From an optimization exercise on the open Yosys and OpenROAD flow, aimed at small area; shortcuts taken in it are not production practice.
The RTL was checked by simulation tests, not by an equivalence proof against the original design.
No activity file was given, so power comes from the tool's default toggle rates.

==> flow/design.v <==
`timescale 1ns/1ps
`default_nettype none
module switch_core (
    input  wire         switch_clk,
    input  wire         arst_n_i,
    input  wire  [3:0]   frame_eof_i,
    input  wire  [191:0] src_mac_i,
    input  wire  [191:0] dst_mac_i,
    input  wire  [31:0]  start_ptr_i,
    input  wire  [3:0]   voq_pop_i,
    output wire  [31:0]  voq_ptr_o,
    output wire  [3:0]   voq_valid_o,
    output wire  [3:0]   voq_drop_o
);
    logic [47:0] src_q [3:0];
    logic [47:0] dst_q [3:0];
    logic [7:0]  ptr_q [3:0];
    logic [3:0]  pending_q;
    logic [1:0]  rr_ptr_q;
    always_ff @(posedge switch_clk) begin
        for (int p = 0; p < 4; p++) begin
            if (frame_eof_i[p]) begin
                src_q[p] <= src_mac_i[p*48 +: 48];
                dst_q[p] <= dst_mac_i[p*48 +: 48];
                ptr_q[p] <= start_ptr_i[p*8 +: 8];
            end
        end
    end
    logic [3:0] grant;
    logic [1:0] grant_port;
    logic       found;
    always_comb begin
        grant      = '0;
        grant_port = rr_ptr_q;
        found      = 1'b0;
        for (int i = 0; i < 4; i++) begin
            if (!found && pending_q[2'(rr_ptr_q + 2'(i))]) begin
                found                          = 1'b1;
                grant[2'(rr_ptr_q + 2'(i))]    = 1'b1;
                grant_port                     = 2'(rr_ptr_q + 2'(i));
            end
        end
    end
    logic [3:0] g1_oh_q;
    logic       g1_valid_q;
    logic [1:0] g1_port_q;
    logic [3:0] g2_mask_q;
    logic [1:0] g2_port_q;
    logic [3:0] g3_mask_q;
    logic [7:0] g3_ptr_q;
    always_ff @(posedge switch_clk or negedge arst_n_i) begin
        if (!arst_n_i) begin
            pending_q  <= '0;
            rr_ptr_q   <= '0;
            g1_oh_q    <= '0;
        end else begin
            pending_q  <= frame_eof_i | (pending_q & ~grant);
            g1_oh_q    <= grant;
            if (found) rr_ptr_q <= {grant_port[1] ^ grant_port[0], ~grant_port[0]};
        end
    end
    logic [3:0] lk_idx_q;
    logic [3:0] grant_idx;
    always_comb begin
        grant_idx = '0;
        for (int p = 0; p < 4; p++)
            grant_idx = grant_idx | ({4{grant[p]}} & dst_q[p][3:0]);
    end
    always_ff @(posedge switch_clk) begin
        lk_idx_q  <= grant_idx;
        g2_port_q <= g1_port_q;
        g3_ptr_q  <= ptr_q[g2_port_q];
    end
    logic [43:0] tab_mac  [15:0];
    logic [1:0]  tab_port [15:0];
    logic [15:0] tab_valid_q;
    logic [47:0] lk_dst;
    logic [47:0] lk_src;
    logic        hit;
    logic [1:0]  hit_port;
    logic [3:0]  ingress_bit;
    logic [3:0]  mask;
    assign g1_valid_q = |g1_oh_q;
    assign g1_port_q  = {g1_oh_q[3] | g1_oh_q[2], g1_oh_q[3] | g1_oh_q[1]};
    always_comb begin
        lk_dst = '0;
        lk_src = '0;
        for (int p = 0; p < 4; p++) begin
            lk_dst = lk_dst | ({48{g1_oh_q[p]}} & dst_q[p]);
            lk_src = lk_src | ({48{g1_oh_q[p]}} & src_q[p]);
        end
    end
    logic [15:0] rd_sel;
    logic [43:0] rd_mac;
    logic [1:0]  rd_port;
    logic        rd_valid;
    always_comb begin
        rd_mac   = '0;
        rd_port  = '0;
        rd_valid = 1'b0;
        for (int i = 0; i < 16; i++) begin
            rd_sel[i] = (lk_idx_q == 4'(i));
            rd_mac    = rd_mac   | ({44{rd_sel[i]}} & tab_mac[i]);
            rd_port   = rd_port  | ({2{rd_sel[i]}} & tab_port[i]);
            rd_valid  = rd_valid | (rd_sel[i] & tab_valid_q[i]);
        end
    end
    assign hit         = rd_valid && (rd_mac == lk_dst[47:4]);
    assign hit_port    = rd_port;
    assign ingress_bit = g1_oh_q;
    always_comb begin
        if (!g1_valid_q)
            mask = '0;
        else if (((&lk_idx_q) && (&lk_dst[47:4])) || !hit)
            mask = ~ingress_bit;
        else if (hit_port == g1_port_q)
            mask = '0;
        else
            mask = 4'd1 << hit_port;
    end
    always_ff @(posedge switch_clk) begin
        if (g1_valid_q) begin
            tab_mac[lk_src[3:0]]  <= lk_src[47:4];
            tab_port[lk_src[3:0]] <= g1_port_q;
        end
    end
    always_ff @(posedge switch_clk or negedge arst_n_i) begin
        if (!arst_n_i) begin
            tab_valid_q <= '0;
            g2_mask_q   <= '0;
            g3_mask_q   <= '0;
        end else begin
            if (g1_valid_q) tab_valid_q[lk_src[3:0]] <= 1'b1;
            g2_mask_q <= mask;
            g3_mask_q <= g2_mask_q;
        end
    end
    for (genvar g = 0; g < 4; g++) begin : g_voq
        logic [7:0] mem [3:0];
        logic [1:0] wr_idx_q;
        logic [1:0] rd_idx_q;
        logic [1:0] rd_next;
        logic [1:0] wr_next;
        logic       valid_q;
        logic       drop_q;
        logic       full;
        logic       do_pop;
        logic       do_push;
        assign rd_next = {rd_idx_q[0], ~rd_idx_q[1]};
        assign wr_next = {wr_idx_q[0], ~wr_idx_q[1]};
        assign full    = valid_q && (wr_idx_q == rd_idx_q);
        assign do_pop  = voq_pop_i[g] && valid_q;
        assign do_push = g3_mask_q[g] && (!full || do_pop);
        always_ff @(posedge switch_clk) begin
            if (do_push) mem[wr_idx_q] <= g3_ptr_q;
        end
        always_ff @(posedge switch_clk or negedge arst_n_i) begin
            if (!arst_n_i) begin
                wr_idx_q <= '0;
                rd_idx_q <= '0;
                valid_q  <= 1'b0;
                drop_q   <= 1'b0;
            end else begin
                if (do_push) wr_idx_q <= wr_next;
                if (do_pop)  rd_idx_q <= rd_next;
                valid_q <= do_push || (valid_q && !(do_pop && rd_next == wr_idx_q));
                drop_q  <= g3_mask_q[g] && !do_push;
            end
        end
        assign voq_ptr_o[g*8 +: 8] = mem[rd_idx_q];
        assign voq_valid_o[g]      = valid_q;
        assign voq_drop_o[g]       = drop_q;
    end
endmodule
`default_nettype wire
==> flow/flow/run.sh <==
#!/bin/bash
# ORFS layout of the design, as the standard.sh runs it, with three changes:
#  - synthesis maps the logic with an area-oriented ABC script (flow/synth.tcl)
#  - the port buffers are the smallest plain buffer
#  - CTS builds the tree from clkbuf_8 without dummy loads
#  - floorplan skips its pre-placement timing repair (REMOVE_ABC_BUFFERS), which
#    upsized gates on nets that placement buffers anyway
set -euo pipefail
W=$PWD
export MY_ABC_SCRIPT=$W/flow/abc_area.script
export REMOVE_ABC_BUFFERS=1
export BUFFER_PORTS_ARGS="-buffer_cell sky130_fd_sc_hd__buf_1"
export CTS_ARGS="-sink_clustering_enable -repair_clock_nets -dont_use_dummy_load -buf_list sky130_fd_sc_hd__clkbuf_8 -sink_clustering_size 16 -sink_clustering_max_diameter 80"
make -C "$FLOW_HOME" DESIGN_CONFIG="$FLOW_CONFIG" WORK_HOME="$W/orfs" CLKGATE_MAP_FILE= \
  SYNTH_SCRIPT="$W/flow/synth.tcl" finish > "$W/make_finish.log" 2>&1
R=$W/orfs/results/$FLOW_PLATFORM/switch_core/base
: # left out here: write the final layout as DEF
==> flow/flow/abc_area.script <==
&get -n
&st
&dch -f
&nf -a -R 1000
&st
&dch -f
&nf -a -R 1000
&put
==> flow/flow/synth.tcl <==
# The standard flow's synthesis script (synth_recipe.tcl) with one change: ABC maps the
# combinational logic with an area-oriented script (flow/abc_area.script)
# instead of ORFS's speed script. Flip-flop mapping, flattening and renaming
# are unchanged.
proc synth {args} { yosys synth -nofsm -noshare {*}$args }
proc abc {args} {
  set i [lsearch -exact $args -script]
  if {$i >= 0} { lset args [expr {$i + 1}] $::env(MY_ABC_SCRIPT) }
  yosys abc {*}$args
}
source $::env(SCRIPTS_DIR)/synth.tcl
# left out here: clear keep_hierarchy, flatten, clean up, hide names made inside functions, write 1_2_yosys.v
==> flow/standard.sh <==
#!/bin/bash
# synth_recipe.tcl (not shown) runs the flow's synth.tcl, then flattens the netlist and writes it again
# the make line also repeats each setting of config.mk as NAME=value (left out here)
make -C /OpenROAD-flow-scripts/flow DESIGN_CONFIG=/design/flow/config.mk WORK_HOME=/design/flow/orfs CLKGATE_MAP_FILE= SYNTH_SCRIPT=/design/flow/synth_recipe.tcl "${@:-finish}"
==> flow/config.mk <==
export PLATFORM = sky130hd
export DESIGN_NAME = switch_core
export DESIGN_NICKNAME = switch_core
export VERILOG_FILES = /design/flow/design.v
export SDC_FILE = /design/flow/constraint.sdc
export NUM_CORES = 4
export LEC_CHECK = 0
export CAP_MARGIN = 0
export CORE_MARGIN = 2
export CORE_UTILIZATION = 60
export SETUP_SLACK_MARGIN = 0.05
export SLEW_MARGIN = 0
==> flow/constraint.sdc <==
create_clock -name core_clock -period 5.0 [get_ports {switch_clk}]
set_input_delay 1.0000 -clock core_clock [delete_from_list [all_inputs] [get_ports {switch_clk}]]
set_output_delay 1.0000 -clock core_clock [all_outputs]
set_load 0.01 [all_outputs]
==> metrics.yaml, run 1 <==
worst_setup_path:
  arrival_ns: 5.16
  r2r_start: "lk_idx_q[3]"
  crit_path_end_kind: "register"
  cp_data_required_time_ns: 5.60
  crit_top_cell: "nand4_1"
  crit_path_start: "lk_idx_q[3]"
  crit_family: "simple AND/OR/NAND/NOR gates"
  path_buf_inv: 1
  worstPathMaxFanout: 25
  slowest_stage: "nor2_4"
  max_stage_delay_ns: 0.96
  critical_path.cell_chain: "nand2b_1 -> nor2_4 -> a22oi_1 -> nand4_1 -> nor2_1 -> xor2_1 -> nor4_1 -> nand4_1 -> nor4_1 -> nor4b_1 -> nand4_1 -> buf_4 -> mux2i_1 -> and2_0"
  criticalPathCategory: "reg -> reg"
  startpoint_type: "register"
global_route:
  grt_usage_pct: 31.4
  antenna_found_initial: 4
  overflow: 0
  grt_start_max_net_pins: 106
  grt_pass1_vias: 28531
  grt_pass1_wl_um: 187000
cells_and_area:
  layout-drive-gt1-share_pct: 7.96
  regArea_mm2: 0.0402
  multi_input_area_mm2: 0.00831
  syn_to_final_growth_pct: 11.3
  fin_util_pct: 67.2
  fillers: 5486
  nets: 3626
floorplanning:
  die-width_um: 288
  rows: 104
  coreArea_mm2: 0.0802
  die_h_um: 288
  dieArea_mm2: 0.0829
  initial_core_util_pct: 60.4
  ios: 466
logic_synthesis:
  synth-main-ff-cell: "edfxtp_1"
  synth_largest_area_cell: "edfxtp_1"
  synth_enable_flop_cells: 1280
  synth.avg_cell_area_um2: 18.9
  synth_top_area_share_pct: 79.4
  ys_warn_count: 4
  synth-seq-cells: 1352
  async_flop_share_pct: 4.29
  syn_inst: 2556
  synth_seq_area_share_pct: 83.0
  netlist_area_mm2: 0.0484
  synth_area_leaders: "edfxtp_1 (79%), a22oi_1 (4.2%), a222oi_1 (3.1%), dfrtp_1 (3.0%), nand2_1 (2.1%)"
  synth_cell_types: 45
clock_network:
  cts_tree: "yes"
  cts_root_buffer: "clkbuf_8"
  cts_buffer_depth: 3
  hold_buffers: 0
  cts_setup_buffers: 0
  htreeDepth: 3
  cts_resized: 0
  cts_buffers: 94
  clkTransAtPathRegs_ns: 0.10
  clock-sinks: 1352
  clock_latency_ns: 0.76
worst_hold_path:
  hold_class: "reg -> reg"
  min_from: "g2_mask_q[1]"
routing:
  post-route-drc-count: 0
  drt_iter0_markers: 4149
  drt-pass1-iter-count: 7
  num_vias: 28482
  viasPerCell: 6.70
  routed_wl_um: 131000
  wl_per_cell_um: 30.8
  ant_nets: 0
pwr:
  power_density_mw_per_mm2: 575
  vdd_drop_max_mv: 0.427
  p_leak_nw: 17.1
timing:
  min_period_over_period_pct: 91.1
  setup-violations-final: 0
  tightestPinTransition_ns: 1.19
  final-hold-violation-count: 0
  max_freq_mhz: 220
  hold_ws_ns: 0.358
  period_needed_ns: 4.55
  slew_viol_final: 0
  clock_skew_ns: 0.0457
  rsz0062_at_grt: "false"
  relSlewSlack_pct: 20.6
place:
  gp_congestion: 0.873
  port_buffers: 465
  place.detailed.hpwl_um: 78100
run:
  maxCapViolCount: 0
outcome:
  status: "complete, no violations"
==> final cells by class <==
class | instances | share of cell area (%)
Clock buffer | 94 | 2.40
Tap cell | 1060 | 2.46
Antenna cell | 4 | 0.0186
Multi-Input combinational cell | 1175 | 15.4
Timing Repair Buffer | 548 | 4.92
Sequential cell | 1352 | 74.6
Inverter | 21 | 0.146
==> state kept, by name (all words and copies together) (netlist names), 16 cells and up <==
register and flops:
tab_mac 704, dst_q 192, src_q 192, g_voq.mem 128, ptr_q 32, tab_port 32, tab_valid_q 16
==> per-stage QoR <==
stage / cell area (um2) / power (mW) / setup TNS [ns] / setup slack, ns / std cells
5_1_grt: 53800 / 32.2 / 0 / 0.441 / 4253
2_1_floorplan: 48300 / 21.7 / -77.22 / -1.03 / 2548
6_report: 53900 / 31.0 / 0 / 0.446 / 4254
4_1_cts: 53800 / 31.0 / 0 / 0.674 / 4250
3_3_place_gp: 52500 / 25.9 / 0 / 0.923 / 4156
3_5_place_dp: 52500 / 26.2 / 0 / 0.684 / 4156
==> cell families after synthesis <==
family / Yosys count / synth area share (%)
flip-flops: 1352 / 83.0
AO/OA/AOI/OAI: 554 / 9.17
AND/OR/NAND/NOR: 548 / 5.10
multiplexers: 43 / 1.83
buffers and inverters: 29 / 0.287
XOR/XNOR: 22 / 0.398
adder cells (fa/ha/maj): 8 / 0.207
==> per-layer routing <==
metal  global-route usage [%]  up-vias  wire length [um]
met5                        0        -                 0
met4                     10.1        0              4120
met3                     6.26      231             13900
met2                     50.0     1768             62600
met1                     44.5    14509             50200
li1                         -    11974                 -
==> power by group <==
| group | internal (mW) | switching [mW] | total, mW |
|---|---|---|---|
| registers | 15.7 | 1.18 | 16.8 |
| clock network | 1.69 | 3.20 | 4.89 |
| logic | 2.69 | 6.56 | 9.25 |
| total | 20.0 | 10.9 | 31.0 |
==> final timing paths <==
kind                       cells past startpoint              endpoint  slack, ns
max                                           14          g2_mask_q[3]       0.45
max in group asynchronous                      2  g_voq[3].wr_idx_q[1]       3.98
min                                            0          g3_mask_q[1]       0.36
min reg2reg                                    0          g3_mask_q[1]       0.36
min in group asynchronous                      2          pending_q[2]       0.38
max reg2reg                                   14          g2_mask_q[3]       0.45
==> Yosys cell counts, types with 8 or more instances <==
cell type	number
nor2_1	101
nand3_1	25
dfrtp_1	58
a22o_1	12
dfxtp_1	14
nand2_1	267
nor3_1	22
o22ai_1	12
a21oi_1	28
ha_1	8
buf_4	8
mux4_2	36
o21ai_0	30
a21o_1	8
a22oi_1	268
edfxtp_1	1280
nor4_1	11
xor2_1	8
nand4_1	85
a31o_1	11
a221oi_1	16
nor2b_1	8
clkinv_1	21
a222oi_1	152
xnor2_1	14
==> cell usage in the layout (no fill, tap or decap), drive strengths merged, types with 2 or more instances in the layout <==
master | Yosys | routed
diode | 0 | 4
a31oi | 4 | 4
nor3b | 3 | 3
a21o | 8 | 8
nand4 | 85 | 85
clkinv | 21 | 21
nor4 | 11 | 11
a31o | 11 | 11
xor2 | 8 | 8
a221oi | 16 | 16
xnor2 | 14 | 14
o21ai | 30 | 30
dfrtp | 58 | 58
and3 | 3 | 3
nor2b | 8 | 8
and4 | 6 | 6
edfxtp | 1280 | 1280
mux2 | 3 | 3
a21bo | 2 | 2
nor2 | 101 | 101
mux4 | 36 | 36
nor3 | 22 | 22
or2 | 4 | 4
a21boi | 2 | 2
nand2 | 267 | 267
nand2b | 7 | 7
ha | 8 | 8
mux2i | 4 | 4
clkbuf | 0 | 98
o211a | 3 | 3
and2 | 4 | 4
a21oi | 28 | 28
nand3 | 25 | 25
o22ai | 12 | 12
buf | 8 | 544
a22oi | 268 | 268
a222oi | 152 | 152
dfxtp | 14 | 14
a22o | 12 | 12
==> run 2, diff against run 1 <==
--- a/flow/flow/run.sh
+++ b/flow/flow/run.sh
@@ -1,5 +1,5 @@
 #!/bin/bash
-# ORFS layout of the design, as the standard.sh runs it, with three changes:
+# ORFS layout of the design, as the standard.sh runs it, with these changes:
 #  - synthesis maps the logic with an area-oriented ABC script (flow/synth.tcl)
 #  - the port buffers are the smallest plain buffer
 #  - CTS builds the tree from clkbuf_8 without dummy loads
==> flow/flow/abc_area.script (replaced) <==
&get -n
&st
&syn4
&dch -f
&nf -a -R 1000
&st
&dch -f
&nf -a -R 1000
&put
--- a/flow/config.mk
+++ b/flow/config.mk
@@ -8,5 +8,5 @@
 export CAP_MARGIN = 0
 export CORE_MARGIN = 2
 export CORE_UTILIZATION = 60
-export SETUP_SLACK_MARGIN = 0.05
+export SETUP_SLACK_MARGIN = 0.1
 export SLEW_MARGIN = 0
==> metrics.yaml, run 2 <==
worst_setup_path:
  rr_endpoint: "g2_mask_q[3]"
  worst_r2r_path_depth: 16  # +2
  crit_path_start: "lk_idx_q[0]"
  r2r_slack_ns: 0.34  # -0.11 ns
  crit_path_end_kind: "register"
  r2r_start: "lk_idx_q[0]"
  worstPathMaxFanout: 24  # -4.0%
  criticalPathCategory: "reg -> reg"
  startpoint_type: "register"
  cp_data_required_time_ns: 5.65  # +0.05 ns
  crit_end: "g2_mask_q[3]"
  arrival_ns: 5.31  # +0.15 ns
cells_and_area:
  mostFrequentLayoutCells: "edfxtp_1 (1280), buf_1 (460), nand2_1 (351), a22oi_1 (268), a222oi_1 (189)"
  fin_cells: 4359  # +2.5%
  largest_reg_flops: 704  # unchanged
  fillers: 5558  # +1.3%
  layout-drive-gt1-share_pct: 6.71  # -1.3 points
  syn_to_final_growth_pct: 11.3  # about the same
  nets: 3732  # +2.9%
  stdcell_area_mm2: 0.0538  # -0.14%
  layout_commonest_cell: "edfxtp_1"
logic_synthesis:
  async_flop_share_pct: 4.29  # unchanged
  synth_cell_types: 42  # -6.7%
  netlist_area_mm2: 0.0483  # -0.17%
  synth-seq-cells: 1352  # unchanged
  synth.most_common_cell: "edfxtp_1"
  synth_top_area_share_pct: 79.6  # +0.14 points
  synth_seq_area_share_pct: 83.1  # +0.14 points
  synth-main-ff-cell: "edfxtp_1"
  synth_area_leaders: "edfxtp_1 (80%), a22oi_1 (4.2%), a222oi_1 (3.9%), dfrtp_1 (3.0%), nand2_1 (2.7%)"
  synth.avg_cell_area_um2: 18.2  # -4.0%
  ys_warn_count: 4  # unchanged
  synth_enable_flop_cells: 1280  # unchanged
  synth_largest_area_cell: "edfxtp_1"
  synthTopCellsByCount: "edfxtp_1 (1280), nand2_1 (351), a22oi_1 (268)"
  syn_inst: 2659  # +4.0%
timing:
  rsz0062_at_grt: "false"
  period_needed_ns: 4.66  # +0.109 ns
  tightestPinTransition_ns: 1.30  # +0.114 ns
  clock_skew_ns: 0.0467  # +0.000963 ns
  min_period_over_period_pct: 93.3  # +2.2 points
  fin_tns_setup_ns: 0  # unchanged
  relSlewSlack_pct: 12.5  # -8.1 points
  slew_viol_final: 0  # unchanged
  max_freq_mhz: 214  # -2.3%
  setup-violations-final: 0  # unchanged
  final-hold-violation-count: 0  # unchanged
pwr:
  p_total_mw: 31.0  # +0.22%
  p_leak_nw: 17.2  # +0.35%
  p_seq_share_pct: 54.1  # -0.2 points
  vdd_drop_max_mv: 0.383  # -10%
  p_int_mw: 19.9  # -0.60%
  power_density_mw_per_mm2: 577  # +0.36%
  p_sw_share_pct: 35.8  # +0.53 points
  power_frac_clock_pct: 15.7  # about the same
  comb_power_share_pct: 30.2  # +0.3 points
  switchingPower_mw: 11.1  # +1.7%
clock_network:
  cts_root_buffer: "clkbuf_8"
  cts_setup_buffers: 0  # unchanged
  clock-sinks: 1352  # unchanged
  htreeDepth: 3  # unchanged
  clock_latency_ns: 0.74  # -0.02 ns
  cts_tree: "yes"
  cts_buffer_depth: 3  # unchanged
  clkTransAtPathRegs_ns: 0.10  # about the same
  cts_buffers: 94  # unchanged
  hold_buffers: 0  # unchanged
  cts_resized: 0  # unchanged
global_route:
  grt_usage_pct: 31.4  # about the same
  grt_pass1_wl_um: 189000  # +1.1%
  grt_pass1_vias: 28632  # +0.35%
  overflow: 0  # unchanged
  grt_start_max_net_pins: 71  # -33%
  antenna_found_initial: 4  # unchanged
routing:
  drt_iter0_markers: 4073  # -1.8%
  drt-pass1-iter-count: 8  # +1
  wl_per_cell_um: 30.0  # -2.4%
  num_vias: 28940  # +1.6%
  post-route-drc-count: 0  # unchanged
  routed_wl_um: 131000  # about the same
  viasPerCell: 6.64  # -0.84%
  ant_nets: 0  # unchanged
floorplanning:
  die-width_um: 288  # about the same
  ios: 466  # unchanged
  rows: 104  # unchanged
  initial_core_util_pct: 60.3  # -0.10 points
  dieArea_mm2: 0.0828  # -0.17%
  die_h_um: 288  # about the same
  coreArea_mm2: 0.0802  # unchanged
place:
  place.detailed.hpwl_um: 80400  # +2.9%
  dp_cells: 4262  # +2.6%
  port_buffers: 465  # unchanged
  place_area_mm2: 0.0525  # -0.14%
  gp_congestion: 0.865  # -0.86%
run:
  maxCapViolCount: 0  # unchanged
outcome:
  status: "complete, no violations"
worst_hold_path:
  hold_class: "in -> async"
-- run 2: changes by cell type in the layout (fill, tap and decap cells not counted), sizes merged, moves of 6 or more --
cell,change
a31o,-7
nor2,+6
nand2,+84
o21bai,+13
xor2,+6
mux4,-36
a222oi,+37
clkinv,+11
-- run 2: worst min-delay path by stage --
stage | end | slack (ns) | cells after the start
after global placement | g3_mask_q[0] | 0.33 | 0
after CTS | rr_ptr_q[1] | 0.11 | 1
final | rr_ptr_q[1] | 0.15 | 1
after floorplan | g3_mask_q[0] | 0.33 | 0
after detailed placement | g3_mask_q[0] | 0.34 | 0
after global routing | rr_ptr_q[0] | 0.13 | 1
-- run 2: kinds of logic (layout without fill, tap and decap cells) --
| logic type | after synthesis | after routing | synth area share (%) |
|---|---|---|---|
| compound gates | 591 | 591 | 9.97 |
| xor+xnor | 26 | 26 | 0.471 |
| fa+ha+maj | 8 | 8 | 0.207 |
| buf+inv | 40 | 677 | 0.373 |
| flops | 1352 | 1352 | 83.1 |
| other cells | 0 | 3 | 0 |
| simple gates | 642 | 642 | 5.84 |
-- run 2: worst max-delay path: stages (launching register included) --
cell	delay [ns]
dfxtp_1	0.52
nand2_1	0.29
nor2_4	0.87
buf_4	0.35
a22o_1	0.16
a221oi_1	0.05
nand3_1	0.10
nor2_1	0.07
xnor2_1	0.13
nor4_1	0.22
nand4_1	0.19
nor3_1	0.45
nand3_1	0.35
nand2b_1	0.27
a211oi_1	0.32
clkinv_1	0.11
o22ai_1	0.13
-- run 2: area by class of cell --
type                       count  area (um2)  share of cell area [%]
tap                         1060        1330                    2.47
inverter                      32         120                   0.223
clock buffer                  94        1290                    2.41
antenna                        3        7.51                  0.0140
timing repair buffer         551        2660                    4.94
sequential                  1352       40200                    74.7
multi-input combinational   1267        8190                    15.2
-- run 2: through the flow --
step / hold WS [ns] / setup WS, ns / util, %
after CTS: 0.112 / 0.424 / 67.1
final: 0.152 / 0.336 / 67.1
after detailed placement: 0.339 / 0.419 / 65.5
after floorplan: 0.331 / -0.730 / -
after global routing: 0.126 / 0.178 / 67.1
after global placement: 0.335 / 0.516 / 65.5
-- run 2: power groups by stage --
stage	Sequential [mW]	Clock, mW	Combinational (mW)
after floorplan	16.7	0	4.96
after global placement	17.0	0	9.07
after detailed placement	17.1	0	9.26
after CTS	16.8	4.96	9.28
after global routing	17.0	5.36	9.99
final	16.8	4.88	9.36
-- run 2: per-layer routing --
metal	global-route usage, %	share of wire (%)	vias up
met2	50.9	48	1819
met1	45.5	39	14607
met5	0	0.020	-
met3	5.23	11	188
li1	-	-	12322
met4	7.40	2.2	4
==> run 3, diff against run 2 <==
==> flow/flow/abc_area.script (replaced) <==
&get -n
&st
&dch -f
&nf -a
&put
--- a/flow/config.mk
+++ b/flow/config.mk
@@ -8,5 +8,5 @@
 export CAP_MARGIN = 0
 export CORE_MARGIN = 2
 export CORE_UTILIZATION = 60
-export SETUP_SLACK_MARGIN = 0.1
+export SETUP_SLACK_MARGIN = 0.05
 export SLEW_MARGIN = 0
==> metrics.yaml, run 3 <==
floorplanning:
  die-width_um: 289  # +0.27%
  initial_core_util_pct: 60.5  # +0.23 points
  coreArea_mm2: 0.0803  # +0.16%
  die_h_um: 289  # +0.27%
  rows: 104  # unchanged
  dieArea_mm2: 0.0832  # +0.54%
  ios: 466  # unchanged
logic_synthesis:
  synth_seq_area_share_pct: 82.7  # -0.45 points
  synthTopCellsByCount: "edfxtp_1 (1280), nand2_1 (377), a22oi_1 (183)"
  synth_top_area_share_pct: 79.1  # -0.43 points
  syn_inst: 2601  # -2.2%
  synth_enable_flop_cells: 1280  # unchanged
  synth-main-ff-cell: "edfxtp_1"
  synth_area_leaders: "edfxtp_1 (79%), a222oi_1 (3.3%), dfrtp_1 (3.0%), nand2_1 (2.9%), a22oi_1 (2.8%)"
  synth-seq-cells: 1352  # unchanged
  netlist_area_mm2: 0.0486  # +0.55%
  synth.most_common_cell: "edfxtp_1"
  synth_cell_types: 55  # +31%
  synth_largest_area_cell: "edfxtp_1"
  synth.avg_cell_area_um2: 18.7  # +2.8%
  async_flop_share_pct: 4.29  # unchanged
  ys_warn_count: 4  # unchanged
timing:
  period_needed_ns: 4.83  # +0.167 ns
  hold_ws_ns: 0.362  # +0.210 ns
  tightestPinTransition_ns: 1.20  # -0.106 ns
  relSlewSlack_pct: 19.7  # +7.1 points
  min_period_over_period_pct: 96.6  # +3.3 points
  fin_tns_setup_ns: 0  # unchanged
  rsz0062_at_grt: "false"
  setup-violations-final: 0  # unchanged
  clock_skew_ns: 0.0401  # -0.00657 ns
  max_freq_mhz: 207  # -3.5%
  slew_viol_final: 0  # unchanged
  final-hold-violation-count: 0  # unchanged
pwr:
  p_int_mw: 20.4  # +2.3%
  comb_power_share_pct: 30.2  # about the same
  p_leak_nw: 17.3  # +0.49%
  switchingPower_mw: 11.0  # -1.3%
  vdd_drop_max_mv: 0.329  # -14%
  power_frac_clock_pct: 15.6  # about the same
  p_sw_share_pct: 35.0  # -0.83 points
  p_seq_share_pct: 54.1  # about the same
  power_density_mw_per_mm2: 578  # +0.18%
worst_setup_path:
  max_stage_delay_ns: 0.73  # -0.14 ns
  crit_family: "simple AND/OR/NAND/NOR gates"
  startpoint_type: "register"
  path_buf_inv: 2  # unchanged
  cp_data_required_time_ns: 5.64  # about the same
  slowest_stage: "o41ai_1"
  criticalPathCategory: "reg -> reg"
  crit_path_end_kind: "register"
  arrival_ns: 5.48  # +0.17 ns
  critical_path.cell_chain: "buf_12 -> a222oi_1 -> nand2_1 -> nand4_1 -> or4b_1 -> nor4b_4 -> nand4_1 -> o41ai_1 -> nor4_1 -> nand4_1 -> buf_4 -> mux2_1 -> nor2_1"
  worstPathMaxFanout: 56  # +130%
  crit_top_cell: "nand4_1"
clock_network:
  clock-sinks: 1352  # unchanged
  cts_buffer_depth: 3  # unchanged
  hold_buffers: 0  # unchanged
  htreeDepth: 3  # unchanged
  clock_latency_ns: 0.74  # about the same
  cts_root_buffer: "clkbuf_8"
  cts_buffers: 94  # unchanged
  cts_tree: "yes"
  clkTransAtPathRegs_ns: 0.09  # about the same
cells_and_area:
  syn_to_final_growth_pct: 11.7
  nets: 3695  # -0.99%
  layout-drive-gt1-share_pct: 8.53  # +1.8 points
  layout_commonest_cell: "edfxtp_1"
  largest_reg_flops: 704  # unchanged
  mostFrequentLayoutCells: "edfxtp_1 (1280), buf_1 (460), nand2_1 (377), a22oi_1 (183), a222oi_1 (158)"
  fillers: 5366  # -3.5%
routing:
  drt_iter0_markers: 3934  # -3.4%
  ant_nets: 0  # unchanged
  wl_per_cell_um: 29.7  # -0.99%
  drt-pass1-iter-count: 10  # +2
  num_vias: 28677  # -0.91%
  post-route-drc-count: 0  # unchanged
  routed_wl_um: 128000  # -1.8%
  viasPerCell: 6.64  # about the same
place:
  port_buffers: 465  # unchanged
  gp_congestion: 0.840  # -2.9%
  place.detailed.hpwl_um: 79600  # -1.0%
global_route:
  grt_usage_pct: 30.3  # -1.1 points
  grt_pass1_vias: 28348  # -0.99%
  grt_start_max_net_pins: 106  # +49%
  antenna_found_initial: 2  # -2
  overflow: 0  # unchanged
  grt_pass1_wl_um: 183000  # -3.1%
run:
  maxCapViolCount: 0  # unchanged
worst_hold_path:
  hold_class: "reg -> reg"
outcome:
  status: "complete, no violations"
-- run 3: changes by cell type in the layout (fill, tap and decap cells not counted), sizes merged, moves of 13 or more --
cell	change
a22oi	-85
nand4	+16
nand2	+26
mux4	+32
a221o	+13
buf	+21
nor2	-38
a222oi	-31
-- run 3: area by class of cell --
| type | instances | area [um2] | share of cell area, % |
|---|---|---|---|
| clock buffer | 94 | 1290 | 2.39 |
| multi-input combinational | 1219 | 8540 | 15.7 |
| sequential | 1352 | 40200 | 74.1 |
| antenna | 3 | 7.51 | 0.0138 |
| timing repair buffer | 572 | 2800 | 5.17 |
| inverter | 22 | 82.6 | 0.152 |
| tap | 1060 | 1330 | 2.45 |
-- run 3: cell families (layout without fill, tap and decap cells) --
logic type,count (synthesis),count (layout),synth area share (%)
AOI/OAI and AO/OA,495,495,8.43
buffers and inverters,30,688,0.294
adders and majority gates,8,8,0.206
and+or+nand+nor,644,644,6.13
xor gates and xnor gates,31,31,0.559
other,0,3,0
muxes,41,41,1.69
DFF,1352,1352,82.7
-- run 3: what timing repair did --
item                                    CTS  global route
endpoints found under the setup margin    4             4
buffers inserted                          0             6
resized for setup                         1             6
pin swaps                                 0             1
endpoints found under the hold margin     0             0
-- run 3: worst paths after layout --
kind,from,to,slack [ns],depth (start not counted)
min in group asynchronous,arst_n_i,g1_oh_q[3],0.40,2
hold reg to reg,g2_mask_q[1],g3_mask_q[1],0.36,0
setup / recovery,g1_oh_q[0],g2_mask_q[3],0.17,13
setup reg to reg,g1_oh_q[0],g2_mask_q[3],0.17,13
hold / removal,g2_mask_q[1],g3_mask_q[1],0.36,0
max in group asynchronous,arst_n_i,g3_mask_q[3],4.01,2
-- run 3: worst register-to-register path: stages, from the launching register on --
cell	delay (ns)
dfrtp_4	0.71
buf_12	0.31
a222oi_1	0.26
nand2_1	0.28
nand4_1	0.14
or4b_1	0.59
nor4b_4	0.46
nand4_1	0.19
o41ai_1	0.73
nor4_1	0.18
nand4_1	0.28
buf_4	0.21
mux2_1	0.32
nor2_1	0.09
-- run 3: metal layers --
layer,track usage [%],up-vias,part of all wire [%]
li1,-,12146,-
met1,45.0,14637,40
met2,47.9,1678,48
met3,4.62,214,9.8
met4,8.11,2,2.6
met5,0,-,0.0062
-- run 3: power groups by stage --
| stage | clock network (mW) | registers (mW) | logic [mW] |
|---|---|---|---|
| 2_1_floorplan | 0 | 16.8 | 5.16 |
| 3_3_place_gp | 0 | 17.2 | 9.01 |
| 3_5_place_dp | 0 | 17.3 | 9.19 |
| 4_1_cts | 4.99 | 17.0 | 9.22 |
| 5_1_grt | 5.36 | 17.2 | 10.1 |
| 6_report | 4.90 | 17.0 | 9.48 |
-- run 3: metrics by stage --
step / util, % / setup WS [ns] / power (mW) / instance area, um2 / cells
2_1_floorplan: - / -2.02 / 22.0 / 48500 / 2593
3_3_place_gp: 65.8 / -0.298 / 26.2 / 52800 / 4219
4_1_cts: 67.4 / 0.0514 / 31.2 / 54100 / 4313
6_report: 67.6 / 0.169 / 31.4 / 54200 / 4322
3_5_place_dp: 65.8 / -0.244 / 26.5 / 52800 / 4219
5_1_grt: 67.5 / 0.0963 / 32.6 / 54200 / 4320

-- re-timing with driven ports --
No port has a modelled driver above. Below, the same layouts with a new extraction and two added sets of constraints.
Step 1, drivers: a clkbuf_16 drives switch_clk and a buf_2 each remaining input, both assumed.
Step 2 times the ports against the registers' clock, not the clock port: input delays grow and output delays shrink by t, the midpoint of the rising clock arrivals with the driver on.
Three values: no drivers, after step 1, after step 2; two values: the first two.
run	shift t [ns]	setup WS [ns]	worst setup path at the end	clock arrival spread, ns	cell pins on the clock port's net
run 1	0.803	0.446 / 0.446 / 0.446	register to register	0.046 / 0.047	1
run 2	0.782	0.336 / 0.336 / 0.336	register to register	0.050 / 0.050	1
run 3	0.793	0.169 / 0.169 / 0.169	register to register	0.041 / 0.040	1
After both steps setup and hold are still met in every run listed.
